Source: an optimization exercise on an open RTL-to-GDS flow (aim: small area, a short achievable clock period and few clock cycles per item). Production flows keep margins and buffers that such runs may drop. Where RTL was checked, it was by simulation tests only, not by an equivalence proof against the original.

==> inputs of 05-11 <==
// cos_taylor_top
module cos_taylor_top (
	input  logic                                    major_clk,
	input  logic                                    rst,
	input  logic                                    in_req,
	input  logic signed [cos_pkg::angle_width-1:0]  in_angle,
	output logic                                    in_ack,
	output logic                                    out_req,
	input  logic                                    out_ack,
	output logic signed [cos_pkg::result_width-1:0] out_result
);
Settings: LEC_CHECK=0, CAP_MARGIN=20, CORE_MARGIN=2, CORE_UTILIZATION=40, PLACE_DENSITY=0.6, SLEW_MARGIN=20; clock period 9.5 ns.
standard.sh (not shown) runs the stock make flow with config.mk's settings and CLKGATE_MAP_FILE= SYNTH_SCRIPT=/design/flow/synth_recipe.tcl, a recipe that flattens the netlist after the stock synthesis.
==> flow/flow/run.sh <==
#!/bin/bash
set -euo pipefail
MARGIN=$(cat flow/margin.txt)
bash standard.sh SETUP_SLACK_MARGIN="$MARGIN" TNS_END_PERCENT=100 finish > standard.log 2>&1
==> flow/flow/margin.txt <==
6.2
==> inputs of 06-08, as changes to 05-11 <==
--- a/flow/design.v
+++ b/flow/design.v
@@ -40,12 +40,12 @@
 module mul_cs (
 	input  logic [17:0] x,
 	input  logic [7:0]  one,
 	input  logic [7:0]  two,
 	input  logic [7:0]  neg,
-	output logic [21:0] r0,
-	output logic [21:0] r1,
+	output logic [24:0] r0,
+	output logic [24:0] r1,
 	output logic        cin
 );
 	wire b = x[17] ^ neg[7];
 	wire m1 = (((one[0] & x[8]) | (two[0] & x[7])) ^ neg[0]) ^ (((one[1] & x[6]) | (two[1] & x[5])) ^ neg[1]);
 	wire m2 = (((one[0] & x[8]) | (two[0] & x[7])) ^ neg[0]) & (((one[1] & x[6]) | (two[1] & x[5])) ^ neg[1]);
@@ -326,13 +326,13 @@
 	wire m277 = ~(((one[6] | two[6]) & x[17]) ^ neg[6]) ^ (((one[7] & x[16]) | (two[7] & x[15])) ^ neg[7]) ^ m216;
 	wire m278 = (~(((one[6] | two[6]) & x[17]) ^ neg[6]) & (((one[7] & x[16]) | (two[7] & x[15])) ^ neg[7])) | (~(((one[6] | two[6]) & x[17]) ^ neg[6]) & m216) | ((((one[7] & x[16]) | (two[7] & x[15])) ^ neg[7]) & m216);
 	wire m279 = (((one[7] & x[17]) | (two[7] & x[16])) ^ neg[7]) ^ 1'b1;
 	wire m280 = (((one[7] & x[17]) | (two[7] & x[16])) ^ neg[7]) & 1'b1;
 	wire m_co;
-	carry_pfx #(.W(11)) u_m_co (.a({m236, m234, m232, m230, m228, m226, m224, m222, m220, m218, b}), .b({m237, m235, m233, m231, m229, m227, m225, m223, m221, m219, m217}), .co(m_co));
-	assign r0 = {~(((one[7] | two[7]) & x[17]) ^ neg[7]), m278, m276, m274, m272, m270, m268, m266, m264, m262, m260, m258, m256, m254, m252, m250, m248, m246, m244, m242, m240, m238};
-	assign r1 = {m280, m279, m277, m275, m273, m271, m269, m267, m265, m263, m261, m259, m257, m255, m253, m251, m249, m247, m245, m243, m241, m239};
+	carry_pfx #(.W(8)) u_m_co (.a({m230, m228, m226, m224, m222, m220, m218, b}), .b({m231, m229, m227, m225, m223, m221, m219, m217}), .co(m_co));
+	assign r0 = {~(((one[7] | two[7]) & x[17]) ^ neg[7]), m278, m276, m274, m272, m270, m268, m266, m264, m262, m260, m258, m256, m254, m252, m250, m248, m246, m244, m242, m240, m238, m236, m234, m232};
+	assign r1 = {m280, m279, m277, m275, m273, m271, m269, m267, m265, m263, m261, m259, m257, m255, m253, m251, m249, m247, m245, m243, m241, m239, m237, m235, m233};
 	assign cin = m_co;
 endmodule
 module sq_cs (
 	input  logic [15:0] a,
 	output logic [17:0] r0,
@@ -1716,11 +1716,11 @@
 	output logic                                    out_req,
 	input  logic                                    out_ack,
 	output logic signed [cos_pkg::result_width-1:0] out_result
 );
 	localparam int NM = 6;    
-	localparam int LC = 11;   
+	localparam int LC = 8;    
 	localparam int CW = 33 - LC;
 	function automatic logic [23:0] booth(input logic [15:0] a);
 		logic [16:0] e;
 		logic [7:0]  one, two, neg;
 		e = {a, 1'b0};
==> summary of the runs <==
Of 06-08 and 05-11, 06-08 has the higher hold slack (gap 0.020 ns).
Against 06-08, the die area of 05-11 is lower by 1.4%.
Sequential cell count: 06-08 is higher than 05-11 (36).
Against 06-08, the final cell count of 05-11 is smaller by about 1.6%.
Between 06-08 and 05-11, the lower fmax is in 05-11 (gap about 6%, measured against 05-11).
In 05-11 the non-clock buffer count is higher than in 06-08, by 160.
In 06-08 the sequential share of layout area is higher than in 05-11, by 0.86 points.
==> figures <==
|  | 06-08 | 05-11 |
|---|---|---|
| Outcome | no timing/DRC/antenna violations | no timing/DRC/antenna violations |
| Y dimension of the die | 476.8 um | 473.5 um |
| Final antenna diode count | 2 | 3 |
| Largest net degree at the start of global routing | 74 | 81 |
| Worst slew slack as a fraction of its limit | 27.15% | 29.24% |
| Placed cell count | 11110 | 10750 |
| Share of the final layout cell area in multi-input gates | 56.36% | 56.09% |
| Non-clk invs | 1436 | 1305 |
| Fraction of layout cells with a size suffix above 1 | 8.756% | 12.06% |
| Critical path destination | q1_c | rb_ci[5] |
| Routed wirelength normalized by instance count | 19.57 um | 20.17 um |
| Total number of multi-input combinational cells | 5302 | 5225 |
| Number of cells on the worst reg-to-reg path | 10 | 13 |
| Sequential fraction of the synthesis area | 29.70% | 29.30% |
| Clkbuf count | 199 | 173 |
| TritonCTS Buffers | 139 | 138 |
| Endpoint of the worst hold path | ra_bd[3][20] | ra_bd[5][5] |
Testbench counts of 06-08, summed over its fixed seeds: cycles 4,344, items 2,048.
For 05-11, only the layout was checked, not whether the RTL still works.

separate check: timing with driven ports:
In the flow no input, the clock included, has a driving cell. The finished layouts below were timed again as built, in two steps.
Step 1, drivers: a clkbuf_16 drives major_clk and a buf_2 each remaining input, both assumed.
Step 2 also shifts input and output timing later by t, the mid clock arrival at the registers, as if the neighbouring blocks saw the same clock.
Slacks: ideal ports / drivers / drivers and shift; pairs: ideal ports / drivers.
run	t (ns)	setup WS [ns]	worst hold slack (ns)	worst setup path at the end	worst register clock-pin slew, ns
05-11	0.877	6.055 / 6.055 / 5.963	0.283 / 0.283 / 0.283	input to register	0.07 / 0.07
06-08	0.848	6.245 / 6.185 / 6.245	0.303 / 0.303 / 0.303	register to register	0.07 / 0.07
After both steps setup and hold are still met in every run listed. The setup slack of 05-11, which loses most, moves by 0.000 ns with the drivers and by -0.092 ns with both steps.
